Source: an optimization exercise on an open RTL-to-GDS flow (aim: small area, a short achievable clock period and few clock cycles). Production flows keep margins and buffers that such runs may drop. At most, simulation tests tie the RTL to the original design; equivalence was not proved. Only the layout flow was run in run 2; the RTL was not checked for function there. Power is estimated from default activity; no workload was simulated.

==> flow/design.v, too long to show whole: its modules and the start of the top module <==
// module dwconv_ctrl: 51 lines
// module channel_mac0: 848 lines
// module channel_mac1: 647 lines
// module channel_mac2: 577 lines
// module channel_mac3: 615 lines
// module channel_mac4: 527 lines
// module channel_mac5: 740 lines
// module channel_mac6: 815 lines
// module channel_mac7: 662 lines
// module dw_fa: 10 lines
// module dw_ha: 9 lines
// module requant_relu: 13 lines
// module requant_relu_cs: 17 lines
// module result_fifo: 16 lines
// module dwconv_top: 39 lines
module dwconv_top (
  input  logic                  clk,
  input  logic                  rstn,
  input  logic                  in_req,
  input  dwconv_pkg::window_t   in_data,
  output logic                  in_ack,
  output logic                  out_req,
  output dwconv_pkg::out_word_t out_data,
  input  logic                  out_ack
);
  // ...
==> flow/flow/run.sh <==
#!/bin/bash
# Standard layout (the standard.sh, standard synthesis included), except
# that the input and output port buffers are plain sky130_fd_sc_hd__buf_1
# cells rather than the delay cell that buffer_ports picks by default.
# Every port still gets its own buffer; the resizer may still upsize them.
set -e
export BUFFER_PORTS_ARGS="-buffer_cell sky130_fd_sc_hd__buf_1"
bash standard.sh > standard.log 2>&1
==> flow/standard.sh <==
#!/bin/bash
# synth_recipe.tcl (not shown) runs the flow's synth.tcl, then flattens the netlist and writes it again
# the make line also repeats each setting of config.mk as NAME=value (left out here)
make -C /OpenROAD-flow-scripts/flow DESIGN_CONFIG=/design/flow/config.mk WORK_HOME=/design/flow/orfs CLKGATE_MAP_FILE= SYNTH_SCRIPT=/design/flow/synth_recipe.tcl "${@:-finish}"
==> flow/config.mk <==
export PLATFORM = sky130hd
export DESIGN_NAME = dwconv_top
export DESIGN_NICKNAME = dwconv_top
export VERILOG_FILES = /design/flow/design.v
export SDC_FILE = /design/flow/constraint.sdc
export NUM_CORES = 4
export LEC_CHECK = 0
export CAP_MARGIN = 20
export CORE_MARGIN = 2
export CORE_UTILIZATION = 60
export CTS_CLUSTER_DIAMETER = 80
export CTS_CLUSTER_SIZE = 30
export SETUP_SLACK_MARGIN = 3.4
export SLEW_MARGIN = 20
export SYNTH_HIERARCHICAL = 1
export SYNTH_MINIMUM_KEEP_SIZE = 0
==> flow/constraint.sdc <==
create_clock -name core_clock -period 6.0 [get_ports {clk}]
set_input_delay 1.2000 -clock core_clock [delete_from_list [all_inputs] [get_ports {clk}]]
set_output_delay 1.2000 -clock core_clock [all_outputs]
set_load 0.01 [all_outputs]
==> results.sh, run 1 <==
export IMPL_status="finished clean"
export IMPL_cts_tree="done"
export IMPL_grtUsageMet3_pct=4.53
export IMPL_top_power_group="combinational logic"
export IMPL_hp_start="u_mac1.s1_n240"
export IMPL_switching_power_w=0.00977
export IMPL_n_clock_buffer=47
export IMPL_crit_path_start="u_mac0.s1_n300"
export IMPL_grt_use_met1_pct=36.5
export IMPL_via_per_inst=5.11
export IMPL_cts_resized=24
export IMPL_hold_viol=0
export IMPL_required_ps=6460
export IMPL_clockBufferDepth=3
export IMPL_diodes=0
export IMPL_total_power_w=0.0241
export IMPL_cts_root_buf="clkbuf_16"
export IMPL_start_util_pct=60.5
export IMPL_slew_viol_final=0
export IMPL_period_share_pct=43.7
export IMPL_io_buffers=629
export IMPL_ff2ff_setup_slack_ps=3380
export IMPL_setup_violations=0
export IMPL_avgSynthCellArea_um2=15.1
export IMPL_crit_path_cell_trace="fa_1 > fa_2 > fa_1 > inv_2 > fa_2 > fa_1"
export IMPL_crit_arrival_ps=3090
export IMPL_ir_drop_uv=345
export IMPL_worstHoldPathType="reg2reg"
export IMPL_nMultiInputCombCells=1638
export IMPL_rows=97
export IMPL_clkCellAreaFrac_pct=2.88
export IMPL_drt_wl_total_mm=99.1
export IMPL_regMostFlops="u_out.q"
export IMPL_seq_cell_count=702
export IMPL_area_delta_synth_final_pct=13.7
Testbench counts, summed over its fixed seeds: cycles 12,800.
==> run 2, diff against run 1 <==
--- a/flow/design.v
+++ b/flow/design.v
@@ -516,16 +516,22 @@
   logic n450;
   logic n451;
   logic n452;
   logic n453;
   logic n454;
   logic n455;
   logic n456;
   logic n457;
+  logic n458;
+  logic n459;
+  logic s1_n257;
+  logic s1_n258;
+  logic s1_n259;
+  logic s1_n260;
   logic s1_n261;
   logic s1_n262;
   logic s1_n263;
   logic s1_n264;
   logic s1_n265;
   logic s1_n266;
   logic s1_n267;
   logic s1_n268;
@@ -584,20 +590,16 @@
   logic s1_n321;
   logic s1_n322;
   logic s1_n323;
   logic s1_n324;
   logic s1_n325;
   logic s1_n326;
   logic s1_n327;
   logic s1_n328;
-  logic s1_n329;
-  logic s1_n330;
-  logic cs_n435;
-  logic cs_n436;
   logic cs_n437;
   logic cs_n438;
   logic cs_n439;
   logic cs_n440;
   logic cs_n441;
   logic cs_n442;
   logic cs_n443;
   logic cs_n444;
@@ -609,302 +611,307 @@
   logic cs_n450;
   logic cs_n451;
   logic cs_n452;
   logic cs_n453;
   logic cs_n454;
   logic cs_n455;
   logic cs_n456;
   logic cs_n457;
-  dw_fa u_n1 (.a(win[0]), .b(win[8]), .c(win[16]), .s(n1), .co(n2));
-  dw_fa u_n3 (.a(win[32]), .b(win[48]), .c(win[56]), .s(n3), .co(n4));
-  dw_ha u_n5 (.a(win[64]), .b(~n1), .s(n5), .co(n6));
+  logic cs_n458;
+  logic cs_n459;
+  assign n1 = ~(win[0] ^ win[8]);
+  assign n2 = win[0] | win[8];
+  dw_fa u_n3 (.a(~win[16]), .b(win[32]), .c(win[48]), .s(n3), .co(n4));
+  dw_fa u_n5 (.a(win[56]), .b(win[64]), .c(~n1), .s(n5), .co(n6));
   dw_fa u_n7 (.a(win[1]), .b(win[9]), .c(win[17]), .s(n7), .co(n8));
-  dw_fa u_n9 (.a(win[33]), .b(win[49]), .c(win[57]), .s(n9), .co(n10));
-  dw_fa u_n11 (.a(win[24]), .b(n2), .c(n7), .s(n11), .co(n12));
-  dw_fa u_n13 (.a(win[65]), .b(n4), .c(n9), .s(n13), .co(n14));
-  dw_ha u_n15 (.a(~n6), .b(n11), .s(n15), .co(n16));
-  dw_fa u_n17 (.a(win[2]), .b(win[10]), .c(win[18]), .s(n17), .co(n18));
-  dw_fa u_n19 (.a(win[25]), .b(win[48]), .c(win[64]), .s(n19), .co(n20));
-  dw_fa u_n21 (.a(win[0]), .b(win[8]), .c(win[16]), .s(n21), .co(n22));
-  dw_fa u_n23 (.a(win[34]), .b(win[32]), .c(win[50]), .s(n23), .co(n24));
-  dw_ha u_n25 (.a(win[58]), .b(win[66]), .s(n25), .co(n26));
-  dw_fa u_n27 (.a(n8), .b(n17), .c(n19), .s(n27), .co(n28));
-  dw_fa u_n29 (.a(n25), .b(n10), .c(n21), .s(n29), .co(n30));
-  dw_fa u_n31 (.a(n23), .b(n14), .c(n29), .s(n31), .co(n32));
-  dw_fa u_n33 (.a(win[3]), .b(win[11]), .c(win[19]), .s(n33), .co(n34));
-  dw_fa u_n35 (.a(win[26]), .b(win[24]), .c(win[49]), .s(n35), .co(n36));
-  dw_fa u_n37 (.a(win[1]), .b(win[9]), .c(win[17]), .s(n37), .co(n38));
+  dw_fa u_n9 (.a(~win[24]), .b(win[33]), .c(win[49]), .s(n9), .co(n10));
+  dw_fa u_n11 (.a(win[57]), .b(win[65]), .c(~n2), .s(n11), .co(n12));
+  dw_fa u_n13 (.a(n4), .b(~n7), .c(n9), .s(n13), .co(n14));
+  assign n15 = n6 ^ n11;
+  assign n16 = n6 | n11;
+  dw_ha u_n17 (.a(~win[2]), .b(win[0]), .s(n17), .co(n18));
+  dw_fa u_n19 (.a(win[10]), .b(~win[8]), .c(win[18]), .s(n19), .co(n20));
+  dw_fa u_n21 (.a(win[16]), .b(~win[25]), .c(win[34]), .s(n21), .co(n22));
+  dw_fa u_n23 (.a(win[32]), .b(win[50]), .c(~win[48]), .s(n23), .co(n24));
+  dw_fa u_n25 (.a(win[58]), .b(win[66]), .c(~win[64]), .s(n25), .co(n26));
+  dw_fa u_n27 (.a(n17), .b(~n8), .c(n10), .s(n27), .co(n28));
+  dw_fa u_n29 (.a(~n19), .b(n21), .c(n23), .s(n29), .co(n30));
+  dw_fa u_n31 (.a(n25), .b(n12), .c(n14), .s(n31), .co(n32));
+  dw_ha u_n33 (.a(~win[3]), .b(win[1]), .s(n33), .co(n34));
+  dw_fa u_n35 (.a(win[11]), .b(~win[9]), .c(win[19]), .s(n35), .co(n36));
+  dw_fa u_n37 (.a(~win[17]), .b(win[26]), .c(win[24]), .s(n37), .co(n38));
   dw_fa u_n39 (.a(win[35]), .b(win[33]), .c(win[40]), .s(n39), .co(n40));
-  dw_fa u_n41 (.a(win[51]), .b(win[59]), .c(win[56]), .s(n41), .co(n42));
-  dw_ha u_n43 (.a(win[67]), .b(~win[65]), .s(n43), .co(n44));
-  dw_fa u_n45 (.a(n18), .b(n20), .c(n33), .s(n45), .co(n46));
-  dw_fa u_n47 (.a(n26), .b(n43), .c(n22), .s(n47), .co(n48));
-  dw_fa u_n49 (.a(n24), .b(n37), .c(n39), .s(n49), .co(n50));
-  dw_fa u_n51 (.a(n35), .b(n28), .c(n45), .s(n51), .co(n52));
-  dw_fa u_n53 (.a(n41), .b(n30), .c(n47), .s(n53), .co(n54));
-  dw_fa u_n55 (.a(win[4]), .b(win[12]), .c(win[8]), .s(n55), .co(n56));
-  dw_fa u_n57 (.a(win[20]), .b(win[27]), .c(win[25]), .s(n57), .co(n58));
-  dw_fa u_n59 (.a(win[50]), .b(win[48]), .c(win[66]), .s(n59), .co(n60));
-  dw_fa u_n61 (.a(win[2]), .b(win[0]), .c(win[10]), .s(n61), .co(n62));
-  dw_fa u_n63 (.a(win[18]), .b(win[16]), .c(win[36]), .s(n63), .co(n64));
-  dw_fa u_n65 (.a(win[34]), .b(win[41]), .c(win[52]), .s(n65), .co(n66));
-  dw_fa u_n67 (.a(win[60]), .b(win[57]), .c(win[68]), .s(n67), .co(n68));
-  dw_fa u_n69 (.a(win[64]), .b(n34), .c(n36), .s(n69), .co(n70));
-  dw_fa u_n71 (.a(n55), .b(n57), .c(n59), .s(n71), .co(n72));
-  dw_fa u_n73 (.a(n44), .b(n38), .c(n40), .s(n73), .co(n74));
-  dw_fa u_n75 (.a(n42), .b(n61), .c(n63), .s(n75), .co(n76));
-  dw_fa u_n77 (.a(n65), .b(n67), .c(n48), .s(n77), .co(n78));
-  dw_fa u_n79 (.a(n46), .b(n69), .c(n71), .s(n79), .co(n80));
-  dw_fa u_n81 (.a(n50), .b(n73), .c(n75), .s(n81), .co(n82));
-  dw_fa u_n83 (.a(win[5]), .b(win[13]), .c(win[9]), .s(n83), .co(n84));
-  dw_fa u_n85 (.a(win[21]), .b(win[28]), .c(win[26]), .s(n85), .co(n86));
-  dw_fa u_n87 (.a(win[51]), .b(win[49]), .c(win[56]), .s(n87), .co(n88));
-  dw_fa u_n89 (.a(win[3]), .b(win[1]), .c(win[11]), .s(n89), .co(n90));
-  dw_fa u_n91 (.a(win[19]), .b(win[17]), .c(win[37]), .s(n91), .co(n92));
-  dw_fa u_n93 (.a(win[35]), .b(win[42]), .c(win[53]), .s(n93), .co(n94));
-  dw_fa u_n95 (.a(win[61]), .b(win[58]), .c(win[69]), .s(n95), .co(n96));
-  assign n97 = ~(win[67] ^ win[65]);
-  assign n98 = win[67] | win[65];
-  dw_fa u_n99 (.a(n97), .b(n56), .c(n58), .s(n99), .co(n100));
-  dw_fa u_n101 (.a(n60), .b(n83), .c(n85), .s(n101), .co(n102));
-  dw_fa u_n103 (.a(n62), .b(n64), .c(n66), .s(n103), .co(n104));
-  dw_fa u_n105 (.a(n68), .b(n89), .c(n91), .s(n105), .co(n106));
-  dw_fa u_n107 (.a(~n87), .b(n93), .c(n95), .s(n107), .co(n108));
-  dw_fa u_n109 (.a(n70), .b(n72), .c(n99), .s(n109), .co(n110));
-  dw_fa u_n111 (.a(n74), .b(n76), .c(n103), .s(n111), .co(n112));
-  dw_fa u_n113 (.a(~n101), .b(n105), .c(n107), .s(n113), .co(n114));
-  dw_fa u_n115 (.a(win[6]), .b(win[14]), .c(win[10]), .s(n115), .co(n116));
-  dw_fa u_n117 (.a(win[22]), .b(win[29]), .c(win[27]), .s(n117), .co(n118));
-  dw_fa u_n119 (.a(win[52]), .b(win[50]), .c(win[57]), .s(n119), .co(n120));
-  dw_fa u_n121 (.a(win[4]), .b(win[2]), .c(win[12]), .s(n121), .co(n122));
-  dw_fa u_n123 (.a(win[8]), .b(win[20]), .c(win[18]), .s(n123), .co(n124));
-  dw_fa u_n125 (.a(win[38]), .b(win[36]), .c(win[43]), .s(n125), .co(n126));
-  dw_fa u_n127 (.a(win[54]), .b(win[62]), .c(win[59]), .s(n127), .co(n128));
-  dw_fa u_n129 (.a(~win[70]), .b(win[68]), .c(win[66]), .s(n129), .co(n130));
-  dw_fa u_n131 (.a(n98), .b(n84), .c(n86), .s(n131), .co(n132));
-  dw_fa u_n133 (.a(n88), .b(n115), .c(n117), .s(n133), .co(n134));
-  dw_fa u_n135 (.a(n90), .b(n92), .c(n94), .s(n135), .co(n136));
-  dw_fa u_n137 (.a(n96), .b(n121), .c(n123), .s(n137), .co(n138));
-  dw_fa u_n139 (.a(~n119), .b(n125), .c(n127), .s(n139), .co(n140));
-  dw_fa u_n141 (.a(n129), .b(n100), .c(n102), .s(n141), .co(n142));
-  dw_fa u_n143 (.a(n104), .b(n106), .c(n135), .s(n143), .co(n144));
-  dw_fa u_n145 (.a(n108), .b(n137), .c(n139), .s(n145), .co(n146));
-  dw_fa u_n147 (.a(win[11]), .b(win[30]), .c(win[28]), .s(n147), .co(n148));
-  dw_fa u_n149 (.a(win[39]), .b(win[55]), .c(win[53]), .s(n149), .co(n150));
-  dw_fa u_n151 (.a(win[51]), .b(win[63]), .c(win[58]), .s(n151), .co(n152));
-  dw_fa u_n153 (.a(win[71]), .b(win[69]), .c(win[67]), .s(n153), .co(n154));
-  dw_fa u_n155 (.a(win[7]), .b(win[5]), .c(win[3]), .s(n155), .co(n156));
-  dw_fa u_n157 (.a(win[15]), .b(win[13]), .c(win[9]), .s(n157), .co(n158));
-  dw_fa u_n159 (.a(win[23]), .b(win[21]), .c(win[19]), .s(n159), .co(n160));
-  dw_fa u_n161 (.a(win[37]), .b(win[44]), .c(win[60]), .s(n161), .co(n162));
-  dw_fa u_n163 (.a(n116), .b(n118), .c(n120), .s(n163), .co(n164));
-  dw_fa u_n165 (.a(n130), .b(n147), .c(n149), .s(n165), .co(n166));
-  dw_fa u_n167 (.a(n122), .b(n124), .c(n126), .s(n167), .co(n168));
-  dw_fa u_n169 (.a(n128), .b(n155), .c(n157), .s(n169), .co(n170));
-  dw_fa u_n171 (.a(n151), .b(n153), .c(~n159), .s(n171), .co(n172));
-  dw_fa u_n173 (.a(n132), .b(n134), .c(n163), .s(n173), .co(n174));
-  dw_fa u_n175 (.a(n161), .b(n136), .c(n138), .s(n175), .co(n176));
-  dw_fa u_n177 (.a(n167), .b(n140), .c(n169), .s(n177), .co(n178));
-  dw_fa u_n179 (.a(win[12]), .b(win[29]), .c(win[54]), .s(n179), .co(n180));
-  dw_fa u_n181 (.a(win[52]), .b(win[59]), .c(win[70]), .s(n181), .co(n182));
-  dw_fa u_n183 (.a(win[6]), .b(win[4]), .c(win[14]), .s(n183), .co(n184));
-  dw_fa u_n185 (.a(win[10]), .b(win[22]), .c(win[20]), .s(n185), .co(n186));
-  dw_fa u_n187 (.a(win[31]), .b(win[38]), .c(win[45]), .s(n187), .co(n188));
-  dw_fa u_n189 (.a(win[68]), .b(n148), .c(n150), .s(n189), .co(n190));
-  dw_fa u_n191 (.a(n152), .b(n154), .c(n179), .s(n191), .co(n192));
-  dw_fa u_n193 (.a(win[61]), .b(n156), .c(n158), .s(n193), .co(n194));
-  dw_fa u_n195 (.a(n160), .b(n162), .c(n183), .s(n195), .co(n196));
-  dw_fa u_n197 (.a(~n181), .b(n185), .c(n187), .s(n197), .co(n198));
-  dw_fa u_n199 (.a(n164), .b(n166), .c(n189), .s(n199), .co(n200));
-  dw_fa u_n201 (.a(n168), .b(n170), .c(n193), .s(n201), .co(n202));
-  dw_fa u_n203 (.a(n172), .b(n191), .c(~n195), .s(n203), .co(n204));
-  dw_fa u_n205 (.a(win[7]), .b(win[15]), .c(win[13]), .s(n205), .co(n206));
-  dw_fa u_n207 (.a(win[23]), .b(win[30]), .c(win[39]), .s(n207), .co(n208));
-  dw_fa u_n209 (.a(win[53]), .b(win[60]), .c(win[69]), .s(n209), .co(n210));
-  dw_fa u_n211 (.a(win[5]), .b(win[11]), .c(win[21]), .s(n211), .co(n212));
-  dw_fa u_n213 (.a(win[46]), .b(win[55]), .c(win[62]), .s(n213), .co(n214));
-  dw_fa u_n215 (.a(n180), .b(n182), .c(n205), .s(n215), .co(n216));
-  dw_fa u_n217 (.a(win[71]), .b(n184), .c(n186), .s(n217), .co(n218));
-  dw_fa u_n219 (.a(n188), .b(n211), .c(n213), .s(n219), .co(n220));
-  dw_fa u_n221 (.a(n207), .b(n209), .c(n190), .s(n221), .co(n222));
-  dw_fa u_n223 (.a(n194), .b(n196), .c(n217), .s(n223), .co(n224));
-  dw_fa u_n225 (.a(n192), .b(~n198), .c(n215), .s(n225), .co(n226));
-  dw_fa u_n227 (.a(win[14]), .b(win[47]), .c(win[54]), .s(n227), .co(n228));
-  dw_fa u_n229 (.a(win[63]), .b(win[61]), .c(win[70]), .s(n229), .co(n230));
-  dw_fa u_n231 (.a(win[6]), .b(win[12]), .c(win[22]), .s(n231), .co(n232));
-  dw_fa u_n233 (.a(n206), .b(n208), .c(n210), .s(n233), .co(n234));
-  dw_fa u_n235 (.a(win[31]), .b(n212), .c(n214), .s(n235), .co(n236));
-  assign n237 = ~(n227 ^ n229);
-  assign n238 = n227 | n229;
-  dw_fa u_n239 (.a(n237), .b(n216), .c(n233), .s(n239), .co(n240));
-  dw_fa u_n241 (.a(n231), .b(n218), .c(n220), .s(n241), .co(n242));
-  dw_fa u_n243 (.a(win[7]), .b(win[23]), .c(win[62]), .s(n243), .co(n244));
-  dw_fa u_n245 (.a(win[15]), .b(win[13]), .c(win[55]), .s(n245), .co(n246));
-  dw_fa u_n247 (.a(n228), .b(n230), .c(n243), .s(n247), .co(n248));
-  dw_fa u_n249 (.a(win[71]), .b(n232), .c(n245), .s(n249), .co(n250));
-  assign n251 = ~(n238 ^ n234);
-  assign n252 = n238 | n234;
-  dw_fa u_n253 (.a(n236), .b(~n247), .c(n249), .s(n253), .co(n254));
-  dw_fa u_n255 (.a(win[14]), .b(win[63]), .c(n246), .s(n255), .co(n256));
-  dw_fa u_n257 (.a(n244), .b(n248), .c(~n250), .s(n257), .co(n258));
-  dw_ha u_n259 (.a(win[15]), .b(~n256), .s(n259), .co(n260));
-  assign n331 = s1_n261 ^ s1_n262;
-  assign n332 = s1_n261 | s1_n262;
-  dw_fa u_n333 (.a(s1_n263), .b(~s1_n264), .c(n332), .s(n333), .co(n334));
-  dw_fa u_n335 (.a(s1_n265), .b(s1_n266), .c(s1_n267), .s(n335), .co(n336));
-  dw_fa u_n337 (.a(s1_n268), .b(~n335), .c(n334), .s(n337), .co(n338));
-  dw_fa u_n339 (.a(s1_n269), .b(s1_n270), .c(s1_n271), .s(n339), .co(n340));
-  dw_fa u_n341 (.a(s1_n272), .b(n336), .c(~n339), .s(n341), .co(n342));
-  dw_ha u_n343 (.a(~n338), .b(n341), .s(n343), .co(n344));
-  dw_fa u_n345 (.a(s1_n273), .b(s1_n274), .c(s1_n277), .s(n345), .co(n346));
-  dw_fa u_n347 (.a(s1_n275), .b(s1_n276), .c(~n340), .s(n347), .co(n348));
-  dw_fa u_n349 (.a(~n345), .b(n342), .c(n347), .s(n349), .co(n350));
-  dw_fa u_n351 (.a(s1_n278), .b(s1_n280), .c(s1_n282), .s(n351), .co(n352));
-  dw_fa u_n353 (.a(s1_n279), .b(s1_n281), .c(~s1_n283), .s(n353), .co(n354));
-  dw_fa u_n355 (.a(n346), .b(n351), .c(~n353), .s(n355), .co(n356));
-  dw_ha u_n357 (.a(n348), .b(~n355), .s(n357), .co(n358));
-  dw_fa u_n359 (.a(s1_n284), .b(s1_n285), .c(s1_n286), .s(n359), .co(n360));
-  dw_fa u_n361 (.a(s1_n287), .b(s1_n289), .c(s1_n290), .s(n361), .co(n362));
-  dw_fa u_n363 (.a(s1_n288), .b(n354), .c(n359), .s(n363), .co(n364));
-  dw_fa u_n365 (.a(s1_n291), .b(n352), .c(n361), .s(n365), .co(n366));
-  dw_fa u_n367 (.a(~n363), .b(n365), .c(n356), .s(n367), .co(n368));
-  dw_fa u_n369 (.a(s1_n292), .b(s1_n293), .c(s1_n294), .s(n369), .co(n370));
-  dw_fa u_n371 (.a(s1_n295), .b(s1_n297), .c(s1_n298), .s(n371), .co(n372));
-  dw_fa u_n373 (.a(s1_n296), .b(n360), .c(n369), .s(n373), .co(n374));
-  dw_fa u_n375 (.a(s1_n299), .b(n362), .c(n371), .s(n375), .co(n376));
-  dw_fa u_n377 (.a(n364), .b(~n366), .c(n373), .s(n377), .co(n378));
-  assign n379 = n375 ^ n368;
-  assign n380 = n375 | n368;
-  dw_fa u_n381 (.a(s1_n301), .b(s1_n304), .c(s1_n306), .s(n381), .co(n382));
-  dw_fa u_n383 (.a(s1_n300), .b(s1_n302), .c(s1_n303), .s(n383), .co(n384));
-  dw_fa u_n385 (.a(s1_n305), .b(n372), .c(n383), .s(n385), .co(n386));
-  dw_fa u_n387 (.a(n370), .b(n381), .c(n374), .s(n387), .co(n388));
-  dw_fa u_n389 (.a(n376), .b(n385), .c(~n378), .s(n389), .co(n390));
-  dw_ha u_n391 (.a(n387), .b(~n380), .s(n391), .co(n392));
-  dw_fa u_n393 (.a(s1_n308), .b(s1_n310), .c(s1_n312), .s(n393), .co(n394));
-  dw_fa u_n395 (.a(s1_n307), .b(s1_n309), .c(s1_n311), .s(n395), .co(n396));
-  dw_fa u_n397 (.a(s1_n313), .b(n382), .c(n393), .s(n397), .co(n398));
-  dw_fa u_n399 (.a(n384), .b(n395), .c(n386), .s(n399), .co(n400));
-  dw_fa u_n401 (.a(n397), .b(n388), .c(~n399), .s(n401), .co(n402));
-  dw_ha u_n403 (.a(~n390), .b(n401), .s(n403), .co(n404));
-  dw_fa u_n405 (.a(s1_n315), .b(s1_n317), .c(s1_n319), .s(n405), .co(n406));
-  dw_fa u_n407 (.a(s1_n314), .b(s1_n316), .c(s1_n318), .s(n407), .co(n408));
-  dw_fa u_n409 (.a(n394), .b(~n396), .c(n405), .s(n409), .co(n410));
-  dw_fa u_n411 (.a(~n407), .b(n398), .c(n409), .s(n411), .co(n412));
-  dw_fa u_n413 (.a(~n400), .b(n411), .c(n402), .s(n413), .co(n414));
-  dw_fa u_n415 (.a(s1_n320), .b(s1_n321), .c(~s1_n322), .s(n415), .co(n416));
-  dw_fa u_n417 (.a(s1_n323), .b(~n406), .c(n408), .s(n417), .co(n418));
-  dw_fa u_n419 (.a(n415), .b(n410), .c(~n417), .s(n419), .co(n420));
-  dw_ha u_n421 (.a(n412), .b(n419), .s(n421), .co(n422));
-  dw_fa u_n423 (.a(s1_n324), .b(~s1_n325), .c(s1_n326), .s(n423), .co(n424));
-  dw_fa u_n425 (.a(s1_n327), .b(n416), .c(~n423), .s(n425), .co(n426));
-  dw_fa u_n427 (.a(~n418), .b(n425), .c(n420), .s(n427), .co(n428));
-  dw_fa u_n429 (.a(s1_n328), .b(s1_n329), .c(~n424), .s(n429), .co(n430));
-  dw_ha u_n431 (.a(n426), .b(n429), .s(n431), .co(n432));
-  dw_ha u_n433 (.a(s1_n330), .b(n430), .s(n433), .co(n434));
+  dw_fa u_n41 (.a(win[51]), .b(~win[49]), .c(win[59]), .s(n41), .co(n42));
+  dw_fa u_n43 (.a(win[56]), .b(win[67]), .c(~win[65]), .s(n43), .co(n44));
+  dw_fa u_n45 (.a(n18), .b(n33), .c(~n20), .s(n45), .co(n46));
+  dw_fa u_n47 (.a(n22), .b(n24), .c(n26), .s(n47), .co(n48));
+  dw_fa u_n49 (.a(~n39), .b(n35), .c(n37), .s(n49), .co(n50));
+  dw_fa u_n51 (.a(n41), .b(n43), .c(n28), .s(n51), .co(n52));
+  dw_fa u_n53 (.a(n47), .b(n30), .c(n45), .s(n53), .co(n54));
+  dw_fa u_n55 (.a(~win[4]), .b(win[2]), .c(win[0]), .s(n55), .co(n56));
+  dw_fa u_n57 (.a(win[12]), .b(~win[10]), .c(win[8]), .s(n57), .co(n58));
+  dw_fa u_n59 (.a(~win[20]), .b(win[18]), .c(win[16]), .s(n59), .co(n60));
+  dw_fa u_n61 (.a(win[27]), .b(win[25]), .c(~win[36]), .s(n61), .co(n62));
+  dw_fa u_n63 (.a(win[34]), .b(win[41]), .c(win[52]), .s(n63), .co(n64));
+  dw_fa u_n65 (.a(win[50]), .b(win[48]), .c(~win[60]), .s(n65), .co(n66));
+  dw_fa u_n67 (.a(win[57]), .b(win[68]), .c(~win[66]), .s(n67), .co(n68));
+  dw_fa u_n69 (.a(~win[64]), .b(n34), .c(n40), .s(n69), .co(n70));
+  dw_fa u_n71 (.a(n36), .b(n38), .c(~n42), .s(n71), .co(n72));
+  dw_fa u_n73 (.a(n44), .b(n63), .c(n55), .s(n73), .co(n74));
+  dw_fa u_n75 (.a(n57), .b(~n59), .c(n61), .s(n75), .co(n76));
+  dw_fa u_n77 (.a(~n65), .b(n67), .c(n48), .s(n77), .co(n78));
+  dw_fa u_n79 (.a(n69), .b(n46), .c(~n50), .s(n79), .co(n80));
+  dw_ha u_n81 (.a(~win[5]), .b(win[3]), .s(n81), .co(n82));
+  dw_fa u_n83 (.a(win[1]), .b(~win[13]), .c(win[11]), .s(n83), .co(n84));
+  dw_fa u_n85 (.a(win[9]), .b(win[21]), .c(~win[19]), .s(n85), .co(n86));
+  dw_fa u_n87 (.a(~win[17]), .b(win[28]), .c(win[26]), .s(n87), .co(n88));
+  dw_fa u_n89 (.a(win[37]), .b(win[35]), .c(win[42]), .s(n89), .co(n90));
+  dw_fa u_n91 (.a(~win[53]), .b(win[51]), .c(win[49]), .s(n91), .co(n92));
+  dw_fa u_n93 (.a(win[61]), .b(win[58]), .c(~win[56]), .s(n93), .co(n94));
+  dw_fa u_n95 (.a(~win[69]), .b(win[67]), .c(win[65]), .s(n95), .co(n96));
+  dw_fa u_n97 (.a(n81), .b(n64), .c(n56), .s(n97), .co(n98));
+  dw_fa u_n99 (.a(n58), .b(~n60), .c(n62), .s(n99), .co(n100));
+  dw_fa u_n101 (.a(~n66), .b(n68), .c(n89), .s(n101), .co(n102));
+  dw_fa u_n103 (.a(~n83), .b(n85), .c(n87), .s(n103), .co(n104));
+  dw_fa u_n105 (.a(n91), .b(~n93), .c(n95), .s(n105), .co(n106));
+  dw_fa u_n107 (.a(n70), .b(~n72), .c(n74), .s(n107), .co(n108));
+  dw_fa u_n109 (.a(~n97), .b(n76), .c(n99), .s(n109), .co(n110));
+  dw_fa u_n111 (.a(~win[6]), .b(win[4]), .c(win[2]), .s(n111), .co(n112));
+  dw_fa u_n113 (.a(win[14]), .b(~win[12]), .c(win[10]), .s(n113), .co(n114));
+  dw_fa u_n115 (.a(win[8]), .b(~win[22]), .c(win[20]), .s(n115), .co(n116));
+  dw_fa u_n117 (.a(~win[18]), .b(win[29]), .c(win[27]), .s(n117), .co(n118));
+  dw_fa u_n119 (.a(win[38]), .b(win[36]), .c(win[43]), .s(n119), .co(n120));
+  dw_fa u_n121 (.a(~win[54]), .b(win[52]), .c(win[50]), .s(n121), .co(n122));
+  dw_fa u_n123 (.a(win[62]), .b(win[59]), .c(~win[57]), .s(n123), .co(n124));
+  dw_fa u_n125 (.a(~win[70]), .b(win[68]), .c(win[66]), .s(n125), .co(n126));
+  dw_fa u_n127 (.a(n82), .b(n90), .c(n84), .s(n127), .co(n128));
+  dw_fa u_n129 (.a(n86), .b(n88), .c(n92), .s(n129), .co(n130));
+  dw_fa u_n131 (.a(n94), .b(~n96), .c(n119), .s(n131), .co(n132));
+  dw_fa u_n133 (.a(n111), .b(~n113), .c(n115), .s(n133), .co(n134));
+  dw_fa u_n135 (.a(n117), .b(n121), .c(~n123), .s(n135), .co(n136));
+  dw_fa u_n137 (.a(n125), .b(~n98), .c(n100), .s(n137), .co(n138));
+  dw_fa u_n139 (.a(n102), .b(n127), .c(~n129), .s(n139), .co(n140));
+  dw_fa u_n141 (.a(n104), .b(n106), .c(~n131), .s(n141), .co(n142));
+  dw_fa u_n143 (.a(win[7]), .b(win[5]), .c(win[3]), .s(n143), .co(n144));
+  dw_fa u_n145 (.a(win[15]), .b(win[13]), .c(~win[11]), .s(n145), .co(n146));
+  dw_fa u_n147 (.a(win[9]), .b(win[23]), .c(win[21]), .s(n147), .co(n148));
+  dw_fa u_n149 (.a(~win[19]), .b(win[30]), .c(win[28]), .s(n149), .co(n150));
+  dw_fa u_n151 (.a(~win[39]), .b(win[37]), .c(win[44]), .s(n151), .co(n152));
+  dw_fa u_n153 (.a(win[55]), .b(win[53]), .c(win[51]), .s(n153), .co(n154));
+  dw_fa u_n155 (.a(win[63]), .b(~win[60]), .c(win[58]), .s(n155), .co(n156));
+  dw_fa u_n157 (.a(win[71]), .b(win[69]), .c(win[67]), .s(n157), .co(n158));
+  dw_fa u_n159 (.a(n120), .b(n112), .c(~n114), .s(n159), .co(n160));
+  dw_fa u_n161 (.a(~n116), .b(n118), .c(n122), .s(n161), .co(n162));
+  dw_fa u_n163 (.a(n124), .b(~n126), .c(n143), .s(n163), .co(n164));
+  dw_fa u_n165 (.a(~n147), .b(n153), .c(n157), .s(n165), .co(n166));
+  dw_fa u_n167 (.a(n145), .b(~n149), .c(n151), .s(n167), .co(n168));
+  dw_fa u_n169 (.a(n155), .b(~n128), .c(n130), .s(n169), .co(n170));
+  dw_fa u_n171 (.a(n132), .b(n134), .c(~n136), .s(n171), .co(n172));
+  dw_fa u_n173 (.a(n159), .b(~n161), .c(n163), .s(n173), .co(n174));
+  dw_fa u_n175 (.a(win[6]), .b(win[4]), .c(win[14]), .s(n175), .co(n176));
+  dw_fa u_n177 (.a(~win[12]), .b(win[10]), .c(win[22]), .s(n177), .co(n178));
+  dw_fa u_n179 (.a(win[20]), .b(win[31]), .c(~win[29]), .s(n179), .co(n180));
+  dw_fa u_n181 (.a(win[38]), .b(win[45]), .c(~win[54]), .s(n181), .co(n182));
+  dw_fa u_n183 (.a(win[52]), .b(~win[61]), .c(win[59]), .s(n183), .co(n184));
+  dw_fa u_n185 (.a(win[70]), .b(win[68]), .c(~n144), .s(n185), .co(n186));
+  dw_fa u_n187 (.a(~n148), .b(n154), .c(n158), .s(n187), .co(n188));
+  dw_fa u_n189 (.a(n146), .b(~n150), .c(n152), .s(n189), .co(n190));
+  dw_fa u_n191 (.a(~n156), .b(n175), .c(n177), .s(n191), .co(n192));
+  dw_fa u_n193 (.a(n179), .b(n181), .c(~n183), .s(n193), .co(n194));
+  dw_fa u_n195 (.a(n160), .b(~n162), .c(n164), .s(n195), .co(n196));
+  dw_fa u_n197 (.a(n166), .b(n185), .c(n187), .s(n197), .co(n198));
+  dw_fa u_n199 (.a(n168), .b(n189), .c(n191), .s(n199), .co(n200));
+  dw_fa u_n201 (.a(win[7]), .b(~win[5]), .c(win[15]), .s(n201), .co(n202));
+  dw_fa u_n203 (.a(win[13]), .b(~win[11]), .c(win[23]), .s(n203), .co(n204));
+  dw_fa u_n205 (.a(~win[21]), .b(win[30]), .c(win[39]), .s(n205), .co(n206));
+  dw_fa u_n207 (.a(win[46]), .b(win[55]), .c(~win[53]), .s(n207), .co(n208));
+  dw_fa u_n209 (.a(win[62]), .b(~win[60]), .c(win[71]), .s(n209), .co(n210));
+  dw_fa u_n211 (.a(~win[69]), .b(n176), .c(n178), .s(n211), .co(n212));
+  dw_fa u_n213 (.a(n180), .b(n182), .c(~n184), .s(n213), .co(n214));
+  dw_fa u_n215 (.a(n201), .b(n203), .c(n205), .s(n215), .co(n216));
+  dw_fa u_n217 (.a(n207), .b(n209), .c(~n186), .s(n217), .co(n218));
+  dw_fa u_n219 (.a(~n188), .b(n190), .c(n192), .s(n219), .co(n220));
+  dw_fa u_n221 (.a(n211), .b(n194), .c(n213), .s(n221), .co(n222));
+  dw_ha u_n223 (.a(win[6]), .b(~win[14]), .s(n223), .co(n224));
+  dw_fa u_n225 (.a(win[12]), .b(win[22]), .c(win[31]), .s(n225), .co(n226));
+  dw_fa u_n227 (.a(win[47]), .b(win[54]), .c(win[63]), .s(n227), .co(n228));
+  dw_fa u_n229 (.a(win[61]), .b(win[70]), .c(~n223), .s(n229), .co(n230));
+  dw_fa u_n231 (.a(n202), .b(n204), .c(n206), .s(n231), .co(n232));
+  dw_fa u_n233 (.a(n208), .b(n210), .c(n225), .s(n233), .co(n234));
+  dw_fa u_n235 (.a(n227), .b(~n212), .c(n229), .s(n235), .co(n236));
+  dw_fa u_n237 (.a(~n214), .b(n216), .c(n231), .s(n237), .co(n238));
+  dw_ha u_n239 (.a(~win[7]), .b(win[15]), .s(n239), .co(n240));
+  dw_fa u_n241 (.a(win[13]), .b(~win[23]), .c(win[55]), .s(n241), .co(n242));
+  dw_fa u_n243 (.a(~win[62]), .b(win[71]), .c(n224), .s(n243), .co(n244));
+  dw_fa u_n245 (.a(n239), .b(n226), .c(~n228), .s(n245), .co(n246));
+  dw_fa u_n247 (.a(n241), .b(n243), .c(~n230), .s(n247), .co(n248));
+  dw_fa u_n249 (.a(~n232), .b(n234), .c(n245), .s(n249), .co(n250));
+  dw_fa u_n251 (.a(win[14]), .b(win[63]), .c(n240), .s(n251), .co(n252));
+  dw_fa u_n253 (.a(n242), .b(n244), .c(n251), .s(n253), .co(n254));
+  dw_ha u_n255 (.a(win[15]), .b(~n252), .s(n255), .co(n256));
+  assign n329 = s1_n257 ^ s1_n258;
+  assign n330 = s1_n257 | s1_n258;
+  dw_fa u_n331 (.a(s1_n259), .b(~s1_n260), .c(n330), .s(n331), .co(n332));
+  dw_fa u_n333 (.a(s1_n261), .b(s1_n262), .c(s1_n263), .s(n333), .co(n334));
+  dw_fa u_n335 (.a(s1_n264), .b(n333), .c(n332), .s(n335), .co(n336));
+  dw_fa u_n337 (.a(~s1_n265), .b(s1_n266), .c(s1_n267), .s(n337), .co(n338));
+  dw_fa u_n339 (.a(s1_n268), .b(n334), .c(n337), .s(n339), .co(n340));
+  assign n341 = n336 ^ n339;
+  assign n342 = n336 | n339;
+  dw_fa u_n343 (.a(s1_n269), .b(~s1_n270), .c(s1_n271), .s(n343), .co(n344));
+  dw_fa u_n345 (.a(s1_n272), .b(s1_n273), .c(s1_n274), .s(n345), .co(n346));
+  dw_fa u_n347 (.a(s1_n275), .b(n338), .c(n345), .s(n347), .co(n348));
+  dw_fa u_n349 (.a(~n343), .b(n340), .c(n347), .s(n349), .co(n350));
+  dw_fa u_n351 (.a(~s1_n276), .b(s1_n277), .c(s1_n278), .s(n351), .co(n352));
+  dw_fa u_n353 (.a(s1_n279), .b(s1_n280), .c(s1_n281), .s(n353), .co(n354));
+  dw_fa u_n355 (.a(s1_n282), .b(~n346), .c(n344), .s(n355), .co(n356));
+  dw_fa u_n357 (.a(n353), .b(~n351), .c(n348), .s(n357), .co(n358));
+  dw_ha u_n359 (.a(n355), .b(~n350), .s(n359), .co(n360));
+  dw_fa u_n361 (.a(s1_n283), .b(~s1_n284), .c(s1_n285), .s(n361), .co(n362));
+  dw_fa u_n363 (.a(s1_n286), .b(s1_n287), .c(~s1_n288), .s(n363), .co(n364));
+  dw_fa u_n365 (.a(s1_n289), .b(~n354), .c(n352), .s(n365), .co(n366));
+  dw_fa u_n367 (.a(~n361), .b(n363), .c(n356), .s(n367), .co(n368));
+  dw_fa u_n369 (.a(n365), .b(~n358), .c(n367), .s(n369), .co(n370));
+  dw_fa u_n371 (.a(s1_n290), .b(~s1_n291), .c(s1_n292), .s(n371), .co(n372));
+  dw_fa u_n373 (.a(~s1_n293), .b(s1_n294), .c(s1_n295), .s(n373), .co(n374));
+  dw_fa u_n375 (.a(s1_n296), .b(s1_n297), .c(n362), .s(n375), .co(n376));
+  dw_fa u_n377 (.a(n364), .b(n371), .c(n373), .s(n377), .co(n378));
+  dw_fa u_n379 (.a(n366), .b(~n375), .c(n377), .s(n379), .co(n380));
+  dw_ha u_n381 (.a(n368), .b(n379), .s(n381), .co(n382));
+  dw_fa u_n383 (.a(~s1_n298), .b(s1_n299), .c(s1_n300), .s(n383), .co(n384));
+  dw_fa u_n385 (.a(s1_n301), .b(s1_n302), .c(s1_n303), .s(n385), .co(n386));
+  dw_fa u_n387 (.a(~s1_n304), .b(n372), .c(n374), .s(n387), .co(n388));
+  dw_fa u_n389 (.a(n385), .b(~n383), .c(n376), .s(n389), .co(n390));
+  dw_fa u_n391 (.a(n378), .b(n387), .c(~n389), .s(n391), .co(n392));
+  dw_ha u_n393 (.a(n380), .b(n382), .s(n393), .co(n394));
+  dw_fa u_n395 (.a(s1_n305), .b(s1_n306), .c(~s1_n307), .s(n395), .co(n396));
+  dw_fa u_n397 (.a(s1_n308), .b(s1_n309), .c(s1_n310), .s(n397), .co(n398));
+  dw_fa u_n399 (.a(s1_n311), .b(n386), .c(~n384), .s(n399), .co(n400));
+  dw_fa u_n401 (.a(~n397), .b(n395), .c(n388), .s(n401), .co(n402));
+  dw_fa u_n403 (.a(n399), .b(n390), .c(~n401), .s(n403), .co(n404));
+  dw_ha u_n405 (.a(n392), .b(~n403), .s(n405), .co(n406));
+  dw_fa u_n407 (.a(s1_n312), .b(s1_n313), .c(s1_n314), .s(n407), .co(n408));
+  dw_fa u_n409 (.a(~s1_n315), .b(s1_n316), .c(s1_n317), .s(n409), .co(n410));
+  dw_fa u_n411 (.a(n398), .b(~n396), .c(n407), .s(n411), .co(n412));
+  dw_fa u_n413 (.a(~n409), .b(n400), .c(n411), .s(n413), .co(n414));
+  dw_fa u_n415 (.a(~n402), .b(n413), .c(n404), .s(n415), .co(n416));
+  dw_fa u_n417 (.a(s1_n318), .b(~s1_n319), .c(s1_n320), .s(n417), .co(n418));
+  dw_fa u_n419 (.a(s1_n321), .b(n408), .c(~n410), .s(n419), .co(n420));
+  dw_fa u_n421 (.a(~n417), .b(n412), .c(n419), .s(n421), .co(n422));
+  assign n423 = n414 ^ n421;
+  assign n424 = n414 | n421;
+  dw_fa u_n425 (.a(s1_n322), .b(s1_n323), .c(s1_n324), .s(n425), .co(n426));
+  dw_fa u_n427 (.a(s1_n325), .b(~n418), .c(n425), .s(n427), .co(n428));
+  dw_fa u_n429 (.a(n420), .b(n427), .c(n422), .s(n429), .co(n430));
+  dw_fa u_n431 (.a(s1_n326), .b(~s1_n327), .c(n426), .s(n431), .co(n432));
+  assign n433 = n431 ^ n428;
+  assign n434 = n431 | n428;
+  dw_ha u_n435 (.a(s1_n328), .b(~n432), .s(n435), .co(n436));
   always_ff @(posedge clk) begin
-    s1_n261 <= n3;
-    s1_n262 <= n5;
-    s1_n263 <= n13;
-    s1_n264 <= n15;
-    s1_n265 <= n12;
-    s1_n266 <= n27;
-    s1_n267 <= n16;
-    s1_n268 <= n31;
-    s1_n269 <= n49;
-    s1_n270 <= n32;
-    s1_n271 <= n53;
-    s1_n272 <= n51;
-    s1_n273 <= n54;
-    s1_n274 <= n77;
-    s1_n275 <= n52;
-    s1_n276 <= n79;
-    s1_n277 <= n81;
-    s1_n278 <= n78;
-    s1_n279 <= n80;
-    s1_n280 <= n82;
-    s1_n281 <= n109;
-    s1_n282 <= n111;
-    s1_n283 <= n113;
-    s1_n284 <= n131;
-    s1_n285 <= n133;
+    s1_n257 <= n3;
+    s1_n258 <= n5;
+    s1_n259 <= n13;
+    s1_n260 <= n15;
+    s1_n261 <= n27;
+    s1_n262 <= n16;
+    s1_n263 <= n29;
+    s1_n264 <= n31;
+    s1_n265 <= n49;
+    s1_n266 <= n32;
+    s1_n267 <= n51;
+    s1_n268 <= n53;
+    s1_n269 <= n71;
+    s1_n270 <= n73;
+    s1_n271 <= n75;
+    s1_n272 <= n52;
+    s1_n273 <= n77;
+    s1_n274 <= n54;
+    s1_n275 <= n79;
+    s1_n276 <= n101;
+    s1_n277 <= n103;
+    s1_n278 <= n105;
+    s1_n279 <= n78;
+    s1_n280 <= n80;
+    s1_n281 <= n107;
+    s1_n282 <= n109;
+    s1_n283 <= n133;
+    s1_n284 <= n135;
+    s1_n285 <= n108;
     s1_n286 <= n110;
-    s1_n287 <= n112;
-    s1_n288 <= n141;
-    s1_n289 <= n143;
-    s1_n290 <= n114;
-    s1_n291 <= n145;
-    s1_n292 <= n165;
-    s1_n293 <= n171;
-    s1_n294 <= n142;
-    s1_n295 <= n144;
-    s1_n296 <= n173;
-    s1_n297 <= n175;
-    s1_n298 <= n146;
-    s1_n299 <= n177;
+    s1_n287 <= n137;
+    s1_n288 <= n139;
+    s1_n289 <= n141;
+    s1_n290 <= n165;
+    s1_n291 <= n167;
+    s1_n292 <= n138;
+    s1_n293 <= n140;
+    s1_n294 <= n169;
+    s1_n295 <= n142;
+    s1_n296 <= n171;
+    s1_n297 <= n173;
+    s1_n298 <= n193;
+    s1_n299 <= n170;
     s1_n300 <= n197;
-    s1_n301 <= n174;
-    s1_n302 <= n176;
-    s1_n303 <= n178;
+    s1_n301 <= n172;
+    s1_n302 <= n174;
+    s1_n303 <= n195;
     s1_n304 <= n199;
-    s1_n305 <= n201;
-    s1_n306 <= n203;
-    s1_n307 <= n219;
-    s1_n308 <= n200;
-    s1_n309 <= n202;
-    s1_n310 <= n221;
-    s1_n311 <= n223;
-    s1_n312 <= n204;
-    s1_n313 <= n225;
-    s1_n314 <= n235;
+    s1_n305 <= n215;
+    s1_n306 <= n198;
+    s1_n307 <= n196;
+    s1_n308 <= n217;
+    s1_n309 <= n200;
+    s1_n310 <= n219;
+    s1_n311 <= n221;
+    s1_n312 <= n233;
+    s1_n313 <= n218;
+    s1_n314 <= n220;
     s1_n315 <= n222;
-    s1_n316 <= n224;
-    s1_n317 <= n239;
-    s1_n318 <= n241;
-    s1_n319 <= n226;
-    s1_n320 <= n251;
-    s1_n321 <= n240;
-    s1_n322 <= n242;
-    s1_n323 <= n253;
-    s1_n324 <= n255;
-    s1_n325 <= n252;
+    s1_n316 <= n235;
+    s1_n317 <= n237;
+    s1_n318 <= n236;
+    s1_n319 <= n247;
+    s1_n320 <= n238;
+    s1_n321 <= n249;
+    s1_n322 <= n246;
+    s1_n323 <= n248;
+    s1_n324 <= n253;
+    s1_n325 <= n250;
     s1_n326 <= n254;
-    s1_n327 <= n257;
-    s1_n328 <= n258;
-    s1_n329 <= n259;
-    s1_n330 <= n260;
-    cs_n435 <= n344;
-    cs_n436 <= n349;
-    cs_n437 <= n350;
-    cs_n438 <= n357;
-    cs_n439 <= n358;
-    cs_n440 <= n367;
-    cs_n441 <= n377;
-    cs_n442 <= n379;
-    cs_n443 <= n389;
-    cs_n444 <= n391;
-    cs_n445 <= n392;
-    cs_n446 <= n403;
-    cs_n447 <= n404;
-    cs_n448 <= n413;
-    cs_n449 <= n414;
-    cs_n450 <= n421;
-    cs_n451 <= n422;
-    cs_n452 <= n427;
-    cs_n453 <= n428;
-    cs_n454 <= n431;
-    cs_n455 <= n432;
+    s1_n327 <= n255;
+    s1_n328 <= n256;
+    cs_n437 <= n342;
+    cs_n438 <= n349;
+    cs_n439 <= n357;
+    cs_n440 <= n359;
+    cs_n441 <= n360;
+    cs_n442 <= n369;
+    cs_n443 <= n370;
+    cs_n444 <= n381;
+    cs_n445 <= n391;
+    cs_n446 <= n393;
+    cs_n447 <= n394;
+    cs_n448 <= n405;
+    cs_n449 <= n406;
+    cs_n450 <= n415;
+    cs_n451 <= n416;
+    cs_n452 <= n423;
+    cs_n453 <= n424;
+    cs_n454 <= n429;
+    cs_n455 <= n430;
     cs_n456 <= n433;
     cs_n457 <= n434;
+    cs_n458 <= n435;
+    cs_n459 <= n436;
   end
   logic [15:0] rx, ry;
   logic signed [15:0] s;
-  assign rx = {1'b1, cs_n455, cs_n453, cs_n451, cs_n449, cs_n447, cs_n445, ~cs_n443, cs_n441, cs_n439, cs_n437, cs_n435, 1'b0, 1'b0, 1'b0, 1'b0};
-  assign ry = {cs_n457, cs_n456, cs_n454, cs_n452, cs_n450, cs_n448, cs_n446, cs_n444, cs_n442, ~cs_n440, cs_n438, cs_n436, 1'b0, 1'b0, 1'b0, 1'b0};
+  assign rx = {1'b1, ~cs_n457, ~cs_n455, ~cs_n453, ~cs_n451, cs_n449, cs_n447, cs_n445, cs_n443, cs_n441, ~cs_n439, ~cs_n437, 1'b0, 1'b0, 1'b0, 1'b0};
+  assign ry = {cs_n459, cs_n458, cs_n456, ~cs_n454, cs_n452, ~cs_n450, cs_n448, cs_n446, cs_n444, cs_n442, cs_n440, ~cs_n438, 1'b0, 1'b0, 1'b0, 1'b0};
   logic [7:0] lo;
   logic [4:0] h0, h1;
   assign lo = {1'b0, rx[10:4]} + {1'b0, ry[10:4]};
   assign h0 = rx[15:11] + ry[15:11];
   assign h1 = rx[15:11] + ry[15:11] + 5'd1;
   requant_relu_cs #(.WH(5)) u_rq (.lo(lo), .h0(h0), .h1(h1), .q(q));
 endmodule
 module channel_mac1 (
==> run 2 against run 1 <==
  * Sequential share of layout area decreased by 0.15 points
  * Die area rose by 0.79%
  * Hold slack improved by 1.6 ps
  * Largest cell class unchanged
  * Critical path type is now in2reg
  * Count of clock-buffer cells in the layout shrank 1
  * Highest routed layer unchanged
  * Still clean
  * First-iteration DRC count is 6.7% higher
==> results.sh, run 2 <==
export IMPL_status="finished clean"
export IMPL_cts_tree="done"
export IMPL_grt_ovfl_total=0
export IMPL_final_common_cell="fa_1"
export IMPL_antenna_found_initial=7
export IMPL_cpMostUsedCell="fa_2"
export IMPL_start_util_pct=60.8
export IMPL_fin_area_mm2=0.0485
export IMPL_slowest_delay_ps=550
export IMPL_p_int_w=0.0142
export IMPL_preCtsSetupSlack_ps=2600
export IMPL_skew_ps=27.5
export IMPL_clockBufferDepth=3
export IMPL_power_frac_comb_pct=55.4
export IMPL_setup_violations=0
export IMPL_slew_headroom_pct=36.8
export IMPL_final_cell_mix="796 x fa_1, 643 x dfxtp_1, 602 x buf_1, 529 x inv_1"
export IMPL_power_per_cell_area_mw_per_mm2=493
export IMPL_die_area_mm2=0.0732
export IMPL_path_clk_slew_ps=100
export IMPL_required_ps=6480
export IMPL_syn_area_mm2=0.0427
export IMPL_switching_power_w=0.00970
export IMPL_htreeDepth=2
export IMPL_rows=97
export IMPL_p_leak_nw=20.2
export IMPL_ant_nets=0
export IMPL_cpMaxStageDelayCell="fa_2"
export IMPL_fin_nets=5355
export IMPL_avgSynthCellArea_um2=14.8
export IMPL_period_share_pct=43.7
export IMPL_insertion_delay_ps=600
export IMPL_worst_pin_slew_ps=949
export IMPL_gp_congestion=0.997
export IMPL_fp_dieW_um=271
export IMPL_timing_fmax_ghz=0.382
export IMPL_route_detailed_drc=0
export IMPL_cts_root_buf="clkbuf_16"
export IMPL_p_sw_share_pct=40.6
export IMPL_reg_top3="u_out.q: 56 flops, u_ctrl.g_lv.v: 2 flops"
export IMPL_period_needed_ps=2620
export IMPL_largest_reg_flops=56
export IMPL_area_delta_synth_final_pct=13.7
export IMPL_ir_drop_uv=337
export IMPL_vias=23129
export IMPL_drive_above_1_share_pct=11.7
export IMPL_grt_pass1_wl_mm=154
export IMPL_place_area_mm2=0.0467
export IMPL_cts_sinks=704
export IMPL_grt_pass1_vias=27757
export IMPL_tns_ps=0
export IMPL_synth_warnings=16
export IMPL_die_y_um=271
export IMPL_critPathKind="in2reg"
export IMPL_cts_hold_buf=0
export IMPL_drt_wirelength_per_cell_um=22.1
export IMPL_grt_setup_unrepaired="true"
export IMPL_slew_viol_final=0
export IMPL_core_mm2=0.0701
export IMPL_drt_wl_total_mm=100
export IMPL_finalWorstSetupSlack_ps=3380
export IMPL_netlist_instances=2884
export IMPL_crit_arrival_ps=3100
export IMPL_startpoint_type="primary input"
export IMPL_crit_fanout=2
export IMPL_dp_hpwl_mm=89.5
export IMPL_drtPass1Iterations=5
export IMPL_worstHoldPathType="reg2reg"
export IMPL_hold_viol=0
export IMPL_crit_path_cell_trace="buf_1 > fa_2 > fa_2 > fa_2"
export IMPL_regMostFlops="u_out.q"
export IMPL_io_buffers=629
export IMPL_design_portCount=646
export IMPL_power_frac_seq_pct=31.8
export IMPL_via_per_inst=5.10
export IMPL_first_iter_violations=1188
export IMPL_cts_inserted_buffers=37
export IMPL_gr_usage_all_layers_pct=28.6
export IMPL_crit_path_end_kind="flip-flop"
export IMPL_clockPowerShare_pct=12.8
export IMPL_grt_max_degree=59
export IMPL_maxCapViolCount=0
[run 2: cell count changes in the layout (fill, tap and decap cells not counted), moves of 6 or more]
cell	delta
fa_1	+18
a21oi_1	-6
inv_2	+6
buf_1	+6
inv_1	+75
a21boi_2	+6
a21oi_2	+6
fa_2	-18
diode_2	+6
a21boi_1	-6
[run 2: final timing paths]
kind / start / to / slack [ps] / depth (start not counted)
worst max-delay path: in_data[523] / u_mac7.s1_n232 / 3380 / 4
worst min register to register: u_mac1.s1_n240 / u_mac1.cs_n335 / 340 / 0
worst min-delay path: u_mac1.s1_n240 / u_mac1.cs_n335 / 340 / 0
worst max register to register: u_mac6.cs_n429 / u_out.q[44] / 3420 / 10
[run 2: worst max-delay path, delay by kind of cell]
kind / cells / cell delay, ps
buffers and inverters: 1 / 340
adders and majority gates: 3 / 1550
[run 2: through the flow]
stage	power, W	std cells	utilization [%]	hold slack (ps)
CTS	0.0236	4519	68.5	346
finish	0.0239	4533	69.1	340
global route	0.0265	4533	69.1	355
floorplan	0.0167	2891	-	310
global placement	0.0198	4452	66.5	311
detailed placement	0.0204	4452	66.5	318
[run 2: repair_timing]
| item | CTS | global route |
|---|---|---|
| gates resized for setup | 22 | 88 |
| buffers inserted | 0 | 8 |
| cloned | 0 | 0 |
| pin swaps | 4 | 22 |
| setup endpoints to repair | 28 | 65 |
[run 2: final cells by class]
cell class              count  area, µm²
multi-input cells        1637      26800
fillers                  5132      21700
flip-flops and latches    704      14700
repair buffers            637       2450
inverters                 542       2040
well taps                 940       1180
clock buffers              46       1030
clock inverters            21        298
diodes                      6       15.0
[run 2: power by group through the flow]
stage | Combinational (W) | Sequential (W) | Clock [W]
after floorplan | 0.00916 | 0.00755 | 0
after global placement | 0.0121 | 0.00765 | 0
after detailed placement | 0.0127 | 0.00773 | 0
after CTS | 0.0129 | 0.00762 | 0.00314
after global routing | 0.0154 | 0.00780 | 0.00331
final | 0.0133 | 0.00760 | 0.00306
[run 2: per-layer routing]
metal | up-vias | part of all wire, % | routed length [µm] | track usage [%]
met3 | 118 | 6.1 | 6130 | 5.46
met2 | 693 | 52 | 52400 | 49.6
met1 | 12224 | 39 | 39300 | 37.4
met5 | - | 0.013 | 13 | 0
met4 | 2 | 2.3 | 2330 | 6.92
li1 | 10092 | - | - | -

[static timing again, ports no longer ideal]
In the flow no input, the clock included, has a driving cell. The finished layouts below were timed again as built, in two steps. Step 1: set_driving_cell puts a clkbuf_16 on clk and a buf_2 on each other input, an assumption about the parent block. Step 2 adds t to the input delays and takes it off the output delays; t is the mean of the earliest and latest rising clock arrival at the registers after step 1. Input paths then give back, and output paths get back, about the clock's delay inside the block. Three values: ideal ports, drivers, drivers and shift; two values: the first two.
run	t (ns)	setup slack, ns	slew at the worst register clock pin (ns)	worst slew at a driven data input, ns	pins driven straight from the clock port
run 1	0.643	3.376 / 3.376 / 2.756	0.11 / 0.11	0.06	1
run 2	0.659	3.380 / 3.411 / 2.752	0.11 / 0.11	0.11	1
After both steps every run listed still meets setup and hold. The setup slack of run 2, which loses most, moves by +0.031 ns with the drivers and by -0.628 ns with both steps.
